From an optimization exercise on the open Yosys and OpenROAD flow, aimed at a short achievable clock period and few clock cycles; shortcuts taken in it are not production practice.
The RTL was checked by simulation tests, not by an equivalence proof against the original design.
No activity file was given, so power comes from the tool's default toggle rates.

==> design.v <==
package proc_pkg;
    localparam int word_width     = 32;
    localparam int reg_addr_width = 5;
    localparam logic [4:0] op_rtype = 5'd0;
    localparam logic [4:0] op_j     = 5'd1;
    localparam logic [4:0] op_bne   = 5'd2;
    localparam logic [4:0] op_jal   = 5'd3;
    localparam logic [4:0] op_jr    = 5'd4;
    localparam logic [4:0] op_addi  = 5'd5;
    localparam logic [4:0] op_blt   = 5'd6;
    localparam logic [4:0] op_sw    = 5'd7;
    localparam logic [4:0] op_lw    = 5'd8;
    localparam logic [4:0] op_setx  = 5'd21;
    localparam logic [4:0] op_bex   = 5'd22;
endpackage
`timescale 1ns/1ps
import proc_pkg::*;
module processor (
    input  logic        clock,
    input  logic        reset,
    output logic [31:0] address_imem,
    input  logic [31:0] q_imem,
    output logic [31:0] address_dmem,
    output logic [31:0] data,
    output logic        wren,
    input  logic [31:0] q_dmem
);
    logic [31:0] pc, ras;
    logic        fd_valid, fd_pred_taken;
    logic [31:0] fd_ir, fd_pc1, fd_pred_next;
    logic        dx_valid;
    logic        dx_add, dx_sub, dx_and, dx_or, dx_sll, dx_sra, dx_addi, dx_mem;
    logic        dx_lw, dx_sw, dx_bne, dx_blt, dx_bex, dx_jr, dx_const_op, dx_writes;
    logic        dx_pred_taken;
    logic [31:0] dx_a, dx_opb, dx_b, dx_const, dx_alt, dx_pred_next;
    logic [4:0]  dx_shamt, dx_dest;
    logic [1:0]  dx_code;
    logic        fa_nom, fa_30, fa_w;
    logic        fo_nom, fo_30, fo_w;
    logic        fb_nom, fb_30, fb_w;
    logic        xm_we, xm_wnom, xm_exc, xm_lw, xm_wren;
    logic [4:0]  xm_dest;
    logic [1:0]  xm_code;
    logic [31:0] xm_alu, xm_sd;
    logic        mw_we;
    logic [4:0]  mw_dest;
    logic [31:0] mw_result;
    logic [31:0] regs [1:31];
    logic        stall, redirect;
    logic [31:0] redirect_pc;
    logic [4:0]  f_op;
    logic [31:0] pc1, f_btgt, f_jtgt, f_next;
    logic        f_pred_taken;
    assign address_imem = pc;
    assign f_op   = q_imem[31:27];
    assign pc1    = pc + 32'd1;
    assign f_btgt = pc1 + {{15{q_imem[16]}}, q_imem[16:0]};
    assign f_jtgt = {5'd0, q_imem[26:0]};
    always_comb begin
        f_pred_taken = 1'b0;
        f_next       = pc1;
        case (f_op)
            op_j, op_jal, op_bex: begin
                f_pred_taken = 1'b1;
                f_next       = f_jtgt;
            end
            op_bne: begin
                f_pred_taken = 1'b1;
                f_next       = f_btgt;
            end
            op_blt: begin
                f_pred_taken = q_imem[16];
                f_next       = q_imem[16] ? f_btgt : pc1;
            end
            op_jr: begin
                f_pred_taken = 1'b1;
                f_next       = ras;
            end
            default: ;
        endcase
    end
    always_ff @(posedge clock) begin
        if (reset) begin
            pc            <= '0;
            ras           <= '0;
            fd_valid      <= 1'b0;
            fd_ir         <= '0;
            fd_pc1        <= '0;
            fd_pred_taken <= 1'b0;
            fd_pred_next  <= '0;
        end else if (redirect) begin
            pc            <= redirect_pc;
            fd_valid      <= 1'b0;
        end else if (!stall) begin
            pc            <= f_next;
            if (f_op == op_jal) ras <= pc1;
            fd_valid      <= 1'b1;
            fd_ir         <= q_imem;
            fd_pc1        <= pc1;
            fd_pred_taken <= f_pred_taken;
            fd_pred_next  <= f_next;
        end
    end
    logic [4:0]  d_op, d_rd, d_rs, d_rt, d_fn, d_b, d_dest;
    logic [31:0] d_imm, d_ra, d_rb;
    logic        d_uses_rs, d_uses_b, d_use_imm, d_writes;
    logic        d_r;
    assign d_op  = fd_ir[31:27];
    assign d_rd  = fd_ir[26:22];
    assign d_rs  = fd_ir[21:17];
    assign d_rt  = fd_ir[16:12];
    assign d_fn  = fd_ir[6:2];
    assign d_imm = {{15{fd_ir[16]}}, fd_ir[16:0]};
    assign d_r   = d_op == op_rtype;
    assign d_uses_rs = d_r || d_op == op_addi || d_op == op_sw || d_op == op_lw ||
                       d_op == op_bne || d_op == op_blt;
    assign d_uses_b  = d_r || d_op == op_sw || d_op == op_bne || d_op == op_blt ||
                       d_op == op_jr || d_op == op_bex;
    assign d_use_imm = d_op == op_addi || d_op == op_sw || d_op == op_lw;
    assign d_b       = d_r ? d_rt : (d_op == op_bex) ? 5'd30 : d_rd;
    assign d_writes  = d_r || d_op == op_addi || d_op == op_lw || d_op == op_jal || d_op == op_setx;
    assign d_dest    = (d_op == op_jal) ? 5'd31 : (d_op == op_setx) ? 5'd30 : d_rd;
    assign d_ra = (d_rs == 5'd0) ? 32'd0 :
                  (mw_we && mw_dest == d_rs) ? mw_result : regs[d_rs];
    assign d_rb = (d_b == 5'd0) ? 32'd0 :
                  (mw_we && mw_dest == d_b) ? mw_result : regs[d_b];
    assign stall = fd_valid && dx_valid && dx_lw && dx_dest != 5'd0 &&
                   ((d_uses_rs && d_rs == dx_dest) || (d_uses_b && d_b == dx_dest));
    always_ff @(posedge clock) begin
        if (reset || redirect || stall || !fd_valid) begin
            dx_valid <= 1'b0;
        end else begin
            dx_valid <= 1'b1;
        end
        dx_add      <= d_r && d_fn == 5'd0;
        dx_sub      <= d_r && d_fn == 5'd1;
        dx_and      <= d_r && d_fn == 5'd2;
        dx_or       <= d_r && d_fn == 5'd3;
        dx_sll      <= d_r && d_fn == 5'd4;
        dx_sra      <= d_r && d_fn == 5'd5;
        dx_addi     <= d_op == op_addi;
        dx_mem      <= d_op == op_lw || d_op == op_sw;
        dx_lw       <= d_op == op_lw;
        dx_sw       <= d_op == op_sw;
        dx_bne      <= d_op == op_bne;
        dx_blt      <= d_op == op_blt;
        dx_bex      <= d_op == op_bex;
        dx_jr       <= d_op == op_jr;
        dx_const_op <= d_op == op_jal || d_op == op_setx;
        dx_writes   <= d_writes;
        dx_dest     <= d_dest;
        dx_shamt    <= fd_ir[11:7];
        dx_code     <= (d_op == op_addi) ? 2'd2 : (d_fn == 5'd1) ? 2'd3 : 2'd1;
        dx_a        <= d_ra;
        dx_opb      <= d_use_imm ? d_imm : d_rb;
        dx_b        <= d_rb;
        dx_const    <= (d_op == op_jal) ? fd_pc1 : {5'd0, fd_ir[26:0]};
        dx_alt      <= fd_pred_taken ? fd_pc1 : fd_pc1 + d_imm;
        dx_pred_taken <= fd_pred_taken;
        dx_pred_next  <= fd_pred_next;
        fa_nom <= d_rs != 5'd0 && d_rs == dx_dest;
        fa_30  <= d_rs == 5'd30;
        fa_w   <= d_rs != 5'd0 && xm_we && d_rs == xm_dest;
        fo_nom <= !d_use_imm && d_b != 5'd0 && d_b == dx_dest;
        fo_30  <= !d_use_imm && d_b == 5'd30;
        fo_w   <= !d_use_imm && d_b != 5'd0 && xm_we && d_b == xm_dest;
        fb_nom <= d_b != 5'd0 && d_b == dx_dest;
        fb_30  <= d_b == 5'd30;
        fb_w   <= d_b != 5'd0 && xm_we && d_b == xm_dest;
    end
    logic [31:0] x_a, x_opb, x_b, x_code32;
    logic [31:0] x_sum, x_diff, x_result;
    logic        x_ovf_add, x_ovf_sub, x_exc, x_taken, x_cond;
    assign x_code32 = {30'd0, xm_code};
    assign x_a   = (xm_wnom && fa_nom) ? xm_alu : (xm_exc && fa_30) ? x_code32 :
                   fa_w ? mw_result : dx_a;
    assign x_opb = (xm_wnom && fo_nom) ? xm_alu : (xm_exc && fo_30) ? x_code32 :
                   fo_w ? mw_result : dx_opb;
    assign x_b   = (xm_wnom && fb_nom) ? xm_alu : (xm_exc && fb_30) ? x_code32 :
                   fb_w ? mw_result : dx_b;
    assign x_sum  = x_a + x_opb;
    assign x_diff = x_a - x_opb;
    always_comb begin
        x_result = '0;
        if (dx_add || dx_addi || dx_mem) x_result = x_sum;
        if (dx_sub)      x_result = x_diff;
        if (dx_and)      x_result = x_a & x_opb;
        if (dx_or)       x_result = x_a | x_opb;
        if (dx_sll)      x_result = x_a << dx_shamt;
        if (dx_sra)      x_result = $signed(x_a) >>> dx_shamt;
        if (dx_const_op) x_result = dx_const;
    end
    assign x_ovf_add = (x_a[31] == x_opb[31]) && (x_sum[31] != x_a[31]);
    assign x_ovf_sub = (x_a[31] != x_opb[31]) && (x_diff[31] != x_a[31]);
    assign x_exc     = ((dx_add || dx_addi) && x_ovf_add) || (dx_sub && x_ovf_sub);
    assign x_cond  = dx_bne || dx_blt || dx_bex;
    assign x_taken = (dx_bne && x_b != x_a) ||
                     (dx_blt && $signed(x_b) < $signed(x_a)) ||
                     (dx_bex && x_b != 32'd0);
    assign redirect    = dx_valid && ((x_cond && x_taken != dx_pred_taken) ||
                                      (dx_jr && x_b != dx_pred_next));
    assign redirect_pc = dx_jr ? x_b : dx_alt;
    always_ff @(posedge clock) begin
        if (reset || !dx_valid) begin
            xm_we   <= 1'b0;
            xm_wnom <= 1'b0;
            xm_exc  <= 1'b0;
            xm_lw   <= 1'b0;
            xm_wren <= 1'b0;
        end else begin
            xm_we   <= x_exc || (dx_writes && dx_dest != 5'd0);
            xm_wnom <= !x_exc && dx_writes && !dx_lw && dx_dest != 5'd0;
            xm_exc  <= x_exc;
            xm_lw   <= dx_lw;
            xm_wren <= dx_sw;
        end
        xm_dest <= x_exc ? 5'd30 : dx_dest;
        xm_code <= dx_code;
        xm_alu  <= x_result;
        xm_sd   <= x_b;
    end
    assign address_dmem = xm_alu;
    assign data         = xm_sd;
    assign wren         = xm_wren;
    always_ff @(posedge clock) begin
        if (reset) begin
            mw_we <= 1'b0;
        end else begin
            mw_we <= xm_we;
        end
        mw_dest   <= xm_dest;
        mw_result <= xm_lw ? q_dmem : xm_exc ? x_code32 : xm_alu;
    end
    always_ff @(posedge clock) begin
        if (reset) begin
            for (int i = 1; i < 32; i++)
                regs[i] <= '0;
        end else if (mw_we) begin
            regs[mw_dest] <= mw_result;
        end
    end
endmodule
==> run.sh <==
#!/bin/bash
# synth_recipe.tcl (not shown) runs the flow's synth.tcl, then flattens the netlist and writes it again
# the make line also repeats each setting of config.mk as NAME=value (left out here)
make -C /OpenROAD-flow-scripts/flow DESIGN_CONFIG=/design/flow/config.mk WORK_HOME=/design/flow/orfs CLKGATE_MAP_FILE= SYNTH_SCRIPT=/design/flow/synth_recipe.tcl finish
==> config.mk <==
export PLATFORM = sky130hd
export DESIGN_NAME = processor
export DESIGN_NICKNAME = processor
export VERILOG_FILES = /design/flow/design.v
export SDC_FILE = /design/flow/constraint.sdc
export NUM_CORES = 4
export LEC_CHECK = 0
export CAP_MARGIN = 20
export CORE_MARGIN = 2
export CORE_UTILIZATION = 40
export SLEW_MARGIN = 20
==> constraint.sdc <==
create_clock -name core_clock -period 10.0 [get_ports {clock}]
set_input_delay 2.0000 -clock core_clock [delete_from_list [all_inputs] [get_ports {clock}]]
set_output_delay 2.0000 -clock core_clock [all_outputs]
set_load 0.01 [all_outputs]
==> flow_metrics.py, run 1 <==
metrics = {
    "synth": {
        "synth_ff_type": "edfxtp_1",
        "yosysSeqAreaShare": 0.465,
        "yosysWarnings": 1,
        "yosys.cell_types.count": 92,
        "ys_ff_latch": 1536,
        "synth_edf_count": 1024,
        "avgSynthCellArea_um2": 10.1,
        "synth.cell_area_um2": 88200,
        "synth.net_count": 8965,
        "ys_async_sr_fraction": 0,
        "synth_cells": 8705,
    },
    "worst_setup_path": {
        "r2r_slack_ns": 2.95,
        "crit_fanout": 39,
        "timing.rr.end": "pc[17]",
        "crit_type": "reg -> reg",
        "worstSetupStartpointType": "flop",
        "crit_path_end_kind": "flop",
        "r2r_cells": 16,
        "required_ns": 10.70,
        "reg2reg_from": "xm_exc",
        "arrival_ns": 7.75,
    },
    "timing": {
        "setup_violations": 0,
        "max_freq_mhz": 142,
        "drv_slew": 0,
        "slew_headroom": 0.185,
        "finalCriticalPeriod_ns": 7.05,
        "worst_pin_slew_ns": 1.21,
        "tns_ns": 0,
        "hold_violations": 0,
        "grt_setup_unrepaired": "false",
        "setup_ws_ns": 2.95,
        "timing.final.crit_share": 0.705,
        "finClkSkew_ns": 0.0722,
    },
    "detailed_routing": {
        "drt-initial-drc-count": 10881,
        "drt_wl_total_mm": 395,
        "drc": 0,
        "first_pass_iters": 9,
        "avgViaCountPerCell": 6.38,
        "avgRoutedWirePerCell_um": 34.3,
        "final_antenna_net_count": 0,
        "vias": 73506,
    },
    "clock_tree": {
        "clock_path_buffers": 3,
        "insertion_delay_ns": 0.86,
        "htree_levels": 4,
        "path_clk_slew_ns": 0.06,
        "postCtsSetupBuffers": 0,
        "cts_tree": "done",
        "cts.sinks": 1536,
        "clockRootBuffer": "clkbuf_16",
        "cts-buffers-inserted": 174,
        "cts-resized-gates": 0,
        "cts_hold_buf": 0,
    },
    "run_status": {
        "outcome": "finished clean",
    },
    "placement": {
        "place.gp.congestion": 1.01,
        "io_buffers": 162,
        "dp_hpwl_mm": 254,
        "pre_cts_ws_ns": 3.09,
    },
    "finish": {
        "nets": 8742,
        "nFillCells": 20371,
        "register_area_um2": 41000,
        "multi_input_area_um2": 43900,
        "area_delta_synth_final_pct": 11.5,
        "final_util": 0.448,
        "drive_gt1_frac": 0.120,
    },
    "hold_path": {
        "holdPathEnd": "xm_code[1]",
        "hold_depth": 0,
        "hold_path_class": "reg -> reg",
        "worstHoldStart": "dx_code[1]",
    },
    "job": {
        "max_cap_violations": 0,
    },
    "pwr": {
        "peakVddDrop_mv": 0.176,
        "power.density_nw_per_um2": 199,
        "finalPower_mw": 19.6,
        "cellLeakagePower_nw": 36.4,
    },
    "grt": {
        "grt_max_degree": 171,
        "gr-total-overflow": 0,
        "grt_pass1_wl_mm": 547,
        "grt_pass1_vias": 70166,
        "grtUsageTotal": 0.344,
        "grt_antenna_before_repair": 43,
    },
    "die": {
        "die_h_um": 474,
        "die_w_um": 474,
        "ios": 163,
        "die-area_um2": 224000,
        "num_rows": 172,
        "core_area_um2": 220000,
        "initial_core_util": 0.402,
    },
}
==> cell type report <==
| type | instances | area share |
|---|---|---|
| Multi-Input combinational cell | 6212 | 0.447 |
| Sequential cell | 1536 | 0.417 |
| Clock buffer | 236 | 0.0487 |
| Tap cell | 2871 | 0.0365 |
| Timing Repair Buffer | 385 | 0.0353 |
| Clock inverter | 81 | 0.00817 |
| Inverter | 173 | 0.00660 |
| Antenna cell | 19 | 0.000484 |
==> through the flow <==
step	instance area, um2	hold slack (ns)	cells
final	98300	0.326	11513
after global routing	98300	0.330	11499
after CTS	98300	0.324	11494
after detailed placement	92700	0.313	11177
after global placement	92600	0.316	11175
after floorplan	88200	0.310	8705
==> worst max-delay path, cell delays in order, from the launching register on <==
cell       delay (ns)
dfxtp_1          0.30
buf_4            0.24
a22o_1           0.24
buf_4            0.24
o2bb2ai_1        0.93
inv_1            0.40
ha_1             0.41
and3_1           0.18
nand4_1          0.14
or4_1            0.62
o31a_1           0.37
nand2_1          0.08
o311ai_0         0.14
o31ai_2          0.89
a211o_1          0.90
inv_1            0.40
a221o_1          0.41
==> report_power, final <==
group / internal [mW] / total [mW] / switching (mW)
sequential: 7.24 / 7.77 / 0.531
combinational: 1.65 / 5.42 / 3.76
clock: 3.60 / 6.42 / 2.81
total: 12.5 / 19.6 / 7.11
==> sequential cells by signal (all words and copies together) (netlist names), 2 cells and up, named ones only <==
| signal | cells |
|---|---|
| dx_b | 32 |
| ras | 32 |
| fd_ir | 32 |
| dx_shamt | 5 |
| dx_a | 32 |
| xm_code | 2 |
| fd_pc1 | 32 |
| fd_pred_next | 32 |
| mw_dest | 5 |
| dx_alt | 32 |
| dx_code | 2 |
| pc | 32 |
| xm_dest | 5 |
| mw_result | 32 |
| regs | 1024 |
| dx_const | 32 |
| dx_opb | 32 |
| xm_sd | 32 |
| xm_alu | 32 |
| dx_pred_next | 32 |
| dx_dest | 5 |
==> layout by cell type (no fill, tap or decap), types with 190 or more instances in the layout <==
cell / count
a21oi_1: 234
buf_4: 208
ha_1: 190
nand2_1: 1221
edfxtp_1: 1024
mux4_2: 335
mux2i_1: 299
nand3_1: 560
a211oi_1: 213
nor2_1: 436
o21ai_0: 309
and2_1: 1070
dfxtp_1: 493
==> worst max path at each step <==
stage / startpoint / slack (ns) / endpoint
detailed placement: xm_exc / 3.09 / pc[26]
global route: xm_wnom / 2.78 / pc[19]
CTS: xm_exc / 3.11 / pc[17]
global placement: fa_w / 2.96 / pc[28]
floorplan: q_imem[0] / 5.33 / fd_pred_next[30]
finish: xm_exc / 2.95 / pc[17]
==> routing by layer <==
metal / track usage / wire length, um / vias up / share of wire
met3: 0.0779 / 40600 / 1202 / 0.10
met2: 0.546 / 181000 / 4863 / 0.46
met4: 0.214 / 28000 / 12 / 0.071
met5: 0 / 91 / - / 0.00023
met1: 0.423 / 145000 / 36342 / 0.37
li1: - / - / 31087 / -
==> synth_stat cells, types with 79 or more instances <==
| cell | count | area share |
|---|---|---|
| nor3_1 | 79 | 0.0045 |
| xnor2_1 | 79 | 0.0078 |
| nor2_1 | 471 | 0.020 |
| mux2i_1 | 300 | 0.034 |
| nand2_1 | 1222 | 0.052 |
| a311oi_1 | 168 | 0.017 |
| ha_1 | 190 | 0.027 |
| a21oi_1 | 237 | 0.013 |
| o21ai_0 | 319 | 0.018 |
| edfxtp_1 | 1024 | 0.35 |
| dfxtp_1 | 512 | 0.12 |
| and2_1 | 1070 | 0.076 |
| mux4_2 | 335 | 0.086 |
| buf_2 | 103 | 0.0058 |
| nand3_1 | 561 | 0.032 |
| clkbuf_1 | 593 | 0.025 |
| a211oi_1 | 213 | 0.018 |
| inv_1 | 166 | 0.0071 |
==> logic make-up after synthesis <==
group                      synth area share
and+or+nand+nor                       0.207
DFF                                   0.465
AOI/OAI and AO/OA                     0.117
buffers and inverters                0.0427
muxes                                 0.126
adders and majority gates            0.0279
xor gates and xnor gates             0.0150
Testbench counts, summed over its fixed seeds: cycles 40,684.
==> run 2, diff against run 1 <==
--- a/design.v
+++ b/design.v
@@ -54,7 +54,13 @@
     assign address_imem = pc;
     assign f_op   = q_imem[31:27];
     assign pc1    = pc + 32'd1;
-    assign f_btgt = pc1 + {{15{q_imem[16]}}, q_imem[16:0]};
+    logic [17:0] f_lo;
+    logic [14:0] f_hi, f_hi_p, f_hi_m;
+    assign f_lo   = {1'b0, pc1[16:0]} + {1'b0, q_imem[16:0]};
+    assign f_hi_p = pc1[31:17] + 15'd1;
+    assign f_hi_m = pc1[31:17] - 15'd1;
+    assign f_hi   = (q_imem[16] == f_lo[17]) ? pc1[31:17] : f_lo[17] ? f_hi_p : f_hi_m;
+    assign f_btgt = {f_hi, f_lo[16:0]};
     assign f_jtgt = {5'd0, q_imem[26:0]};
     always_comb begin
         f_pred_taken = 1'b0;
@@ -81,20 +87,20 @@
     end
     always_ff @(posedge clock) begin
         if (reset) begin
-            pc            <= '0;
-            ras           <= '0;
-            fd_valid      <= 1'b0;
-            fd_ir         <= '0;
-            fd_pc1        <= '0;
-            fd_pred_taken <= 1'b0;
-            fd_pred_next  <= '0;
+            pc       <= '0;
+            ras      <= '0;
+            fd_valid <= 1'b0;
         end else if (redirect) begin
-            pc            <= redirect_pc;
-            fd_valid      <= 1'b0;
+            pc       <= redirect_pc;
+            fd_valid <= 1'b0;
         end else if (!stall) begin
-            pc            <= f_next;
+            pc       <= f_next;
             if (f_op == op_jal) ras <= pc1;
-            fd_valid      <= 1'b1;
+            fd_valid <= 1'b1;
+        end
+    end
+    always_ff @(posedge clock) begin
+        if (!stall) begin
             fd_ir         <= q_imem;
             fd_pc1        <= pc1;
             fd_pred_taken <= f_pred_taken;
--- a/config.mk
+++ b/config.mk
@@ -5,7 +5,10 @@
 export SDC_FILE = /design/flow/constraint.sdc
 export NUM_CORES = 4
 export LEC_CHECK = 0
+export ABC_CLOCK_PERIOD_IN_PS = 3000
 export CAP_MARGIN = 20
 export CORE_MARGIN = 2
 export CORE_UTILIZATION = 40
+export SETUP_SLACK_MARGIN = 5
 export SLEW_MARGIN = 20
+export TNS_END_PERCENT = 100
==> run 2 against run 1 <==
Against the previous run:
- combinational power is 24% lower
- largest cell class unchanged
- critical path depth is 3 higher
- core utilization is 1.1 points higher
- critical endpoint is now pc[28]
==> flow_metrics.py, run 2 <==
metrics = {
    "clock_tree": {
        "clockRootBuffer": "clkbuf_16",
        "path_clk_slew_ns": 0.06,
        "clock_path_buffers": 3,
        "cts.sinks": 1536,
        "insertion_delay_ns": 0.86,
        "cts_tree": "done",
        "htree_levels": 4,
        "cts-buffers-inserted": 173,
    },
    "synth": {
        "ys_async_sr_fraction": 0,
        "avgSynthCellArea_um2": 11.0,
        "synth_top_family_by_area": "simple AND/OR/NAND/NOR gates",
        "synth_simple_gate_area_share": 0.173,
        "ys_top_cells_by_area": "edfxtp_1 38%, mux4_2 10%, dfxtp_1 9.4%, and2_1 7.2%, mux2i_1 4.7%",
        "muxShareOfSynthArea": 0.161,
        "synth.net_count": 8335,
        "synth.cell_area_um2": 88600,
        "yosysSeqAreaShare": 0.474,
        "synth.top_cell.area_share": 0.380,
        "yosysWarnings": 1,
        "synth_edf_count": 1121,
        "synthAdderAreaFrac": 0.0265,
        "synth_cells": 8085,
        "yosysMostFrequentCell": "edfxtp_1",
        "yosys.cell_types.count": 99,
        "synth_ff_type": "edfxtp_1",
        "synth_top_area_cell": "edfxtp_1",
        "synth_compound_area_frac": 0.111,
        "synth_xor_area_frac": 0.0140,
        "ys_ff_latch": 1536,
        "synth_common_cells": "1121 x edfxtp_1, 1019 x nand2_1, 1016 x and2_1",
    },
    "hold_path": {
        "hold_path_class": "reg -> reg",
    },
    "die": {
        "die_w_um": 475,
        "initial_core_util": 0.403,
        "ios": 163,
        "core_area_um2": 220000,
        "die_h_um": 475,
        "num_rows": 172,
        "die-area_um2": 225000,
    },
    "grt": {
        "grtUsageTotal": 0.309,
        "grt_pass1_wl_mm": 503,
        "grt_pass1_vias": 67317,
        "gr-total-overflow": 0,
        "grt_antenna_before_repair": 22,
        "grt_max_degree": 117,
    },
    "worst_setup_path": {
        "worstSetupStartpointType": "input port",
        "r2r_slack_ns": 4.93,
        "crit_fanout": 5,
        "crit_type": "in -> reg",
        "crit_chain": "buf_8, ha_4, a211oi_4, o21ai_2, a21oi_2, nor3b_4, o311a_4, nor2_4, buf_4, ha_2, a21oi_4, a31oi_4, a2111oi_4, nand4_1, buf_4, o32ai_4, xnor2_2, o211ai_1, a32o_1",
        "crit_path_end_kind": "flop",
        "arrival_ns": 5.88,
        "cp_slowest_stage_delay_ns": 0.38,
        "slowest_stage": "a2111oi_4",
        "critical_path.most_common_cell": "buf_4",
        "crit_family": "compound AO/OA/AOI/OAI gates",
        "required_ns": 10.74,
        "critPathBufInv": 3,
    },
    "timing": {
        "timing.final.crit_share": 0.515,
        "finalCriticalPeriod_ns": 5.15,
        "hold_violations": 0,
        "max_freq_mhz": 194,
        "drv_slew": 0,
        "finClkSkew_ns": 0.0463,
        "worst_pin_slew_ns": 1.22,
        "slew_headroom": 0.184,
        "grt_setup_unrepaired": "true",
        "tns_ns": 0,
        "setup_violations": 0,
    },
    "finish": {
        "nFillCells": 19986,
        "fin_area_um2": 101000,
        "final_cell_mix": "1121 x edfxtp_1, 1010 x and2_1, 1010 x nand2_1, 413 x mux4_2, 400 x mux2i_1",
        "largest_register_ffs": 1024,
        "final_cells": 11072,
        "layout_commonest_cell": "edfxtp_1",
        "top_register": "regs",
        "multi_input_area_um2": 44700,
        "drive_gt1_frac": 0.164,
        "nets": 8223,
        "area_delta_synth_final_pct": 13.8,
        "register_area_um2": 42100,
    },
    "pwr": {
        "power.density_nw_per_um2": 181,
        "cellLeakagePower_nw": 37.4,
        "peakVddDrop_mv": 0.120,
        "finalPower_mw": 18.2,
    },
    "detailed_routing": {
        "drt-initial-drc-count": 11146,
        "drt_wl_total_mm": 357,
        "avgRoutedWirePerCell_um": 32.2,
        "first_pass_iters": 9,
        "avgViaCountPerCell": 6.37,
        "vias": 70477,
        "drc": 0,
        "final_antenna_net_count": 0,
    },
    "placement": {
        "dp_cells": 10696,
        "dp_hpwl_mm": 231,
        "dpl_cell_area_um2": 93700,
        "io_buffers": 162,
        "place.gp.congestion": 1.00,
    },
    "run_status": {
        "outcome": "finished clean",
    },
    "job": {
        "max_cap_violations": 0,
    },
}
run 2: final timing paths:
path,from,endpoint,cells past startpoint
hold / removal,dx_code[0],xm_code[0],0
hold reg to reg,dx_code[0],xm_code[0],0
setup / recovery,q_imem[1],pc[28],19
setup reg to reg,pc[0],pc[28],22
run 2: area by class of cell:
class,count,area share
multi-input combinational,5646,0.443
sequential,1536,0.417
clock buffer,235,0.0474
timing repair buffer,447,0.0405
tap,2958,0.0367
clock inverter,74,0.00838
inverter,169,0.00634
antenna,7,0.000174
run 2: cells by family after synthesis:
group / count (synthesis)
multiplexers: 903
XOR/XNOR: 142
AND/OR/NAND/NOR: 3016
AO/OA/AOI/OAI: 1396
flip-flops: 1536
buffers and inverters: 907
adder cells (fa/ha/maj): 185
run 2: layer usage:
metal | global-route usage | wire length [um] | up-vias | share of wire
li1 | - | - | 29661 | -
met1 | 0.431 | 143000 | 35279 | 0.40
met2 | 0.448 | 151000 | 4739 | 0.42
met3 | 0.0741 | 42900 | 794 | 0.12
met4 | 0.152 | 20200 | 4 | 0.057
met5 | 0 | 27 | - | 0.000076
run 2: through the flow:
step	hold slack [ns]	worst slack, ns	util
final	0.323	4.85	0.458
after global routing	0.339	4.74	0.458
after CTS	0.324	4.91	0.456
after detailed placement	0.312	3.25	0.426
after global placement	0.313	3.35	0.426
after floorplan	0.310	4.49	-
run 2: worst reg2reg max path: cells and delay by family (launching register included):
family                     cells  cell delay (ns)
AOI/OAI and AO/OA             10             2.04
buffers and inverters          2             0.39
adders and majority gates      3             0.74
DFF                            1             0.39
and+or+nand+nor                5             0.97
xor gates and xnor gates       2             0.45
run 2: power by group:
group	total [mW]	internal (mW)	leakage, nW	switching, mW
Clock	6.45	3.69	2.72	2.76
Sequential	7.67	7.23	15.1	0.440
Combinational	4.11	1.43	19.6	2.69
run 2: repair_timing:
action / CTS / global route
gates cloned: 4 / 2
setup endpoints to repair: 217 / 123
gates resized for setup: 178 / 90
buffers inserted: 40 / 14
hold endpoints to repair: 0 / 0
hold buffers: 0 / 0
pin swaps: 37 / 39
Testbench counts of run 2, summed over its fixed seeds: cycles 40,684.

[port drivers added, routing unchanged]
The results above use ideal ports. As a check the final layouts listed here were re-extracted and re-timed, cells and wires unchanged.
Step 1 sets driving cells, clkbuf_16 on the clock port and buf_2 on the other inputs (assumed; they add their load-dependent delay and slew).
Step 2 moves the port delays by t, midway between the first and last clock arrival at a register: inputs arrive t later, outputs are due t later. That takes back most of the time a late clock gives input paths.
Three values: ideal ports, drivers, drivers and shift; two values: the first two.
| run | t, ns | slack for setup (ns) | hold slack, ns | latest minus earliest clock arrival (ns) | worst data-port slew with drivers (ns) |
|---|---|---|---|---|---|
| run 1 | 0.915 | 2.949 / 2.949 / 2.949 | 0.326 / 0.326 / 0.326 | 0.077 / 0.078 | 0.15 |
| run 2 | 0.924 | 4.854 / 4.899 / 3.975 | 0.323 / 0.323 / 0.323 | 0.046 / 0.046 | 0.07 |
After both steps every run listed still meets setup and hold. For run 2, which loses most, drivers alone change the setup slack by +0.045 ns; drivers and shift together by -0.879 ns.
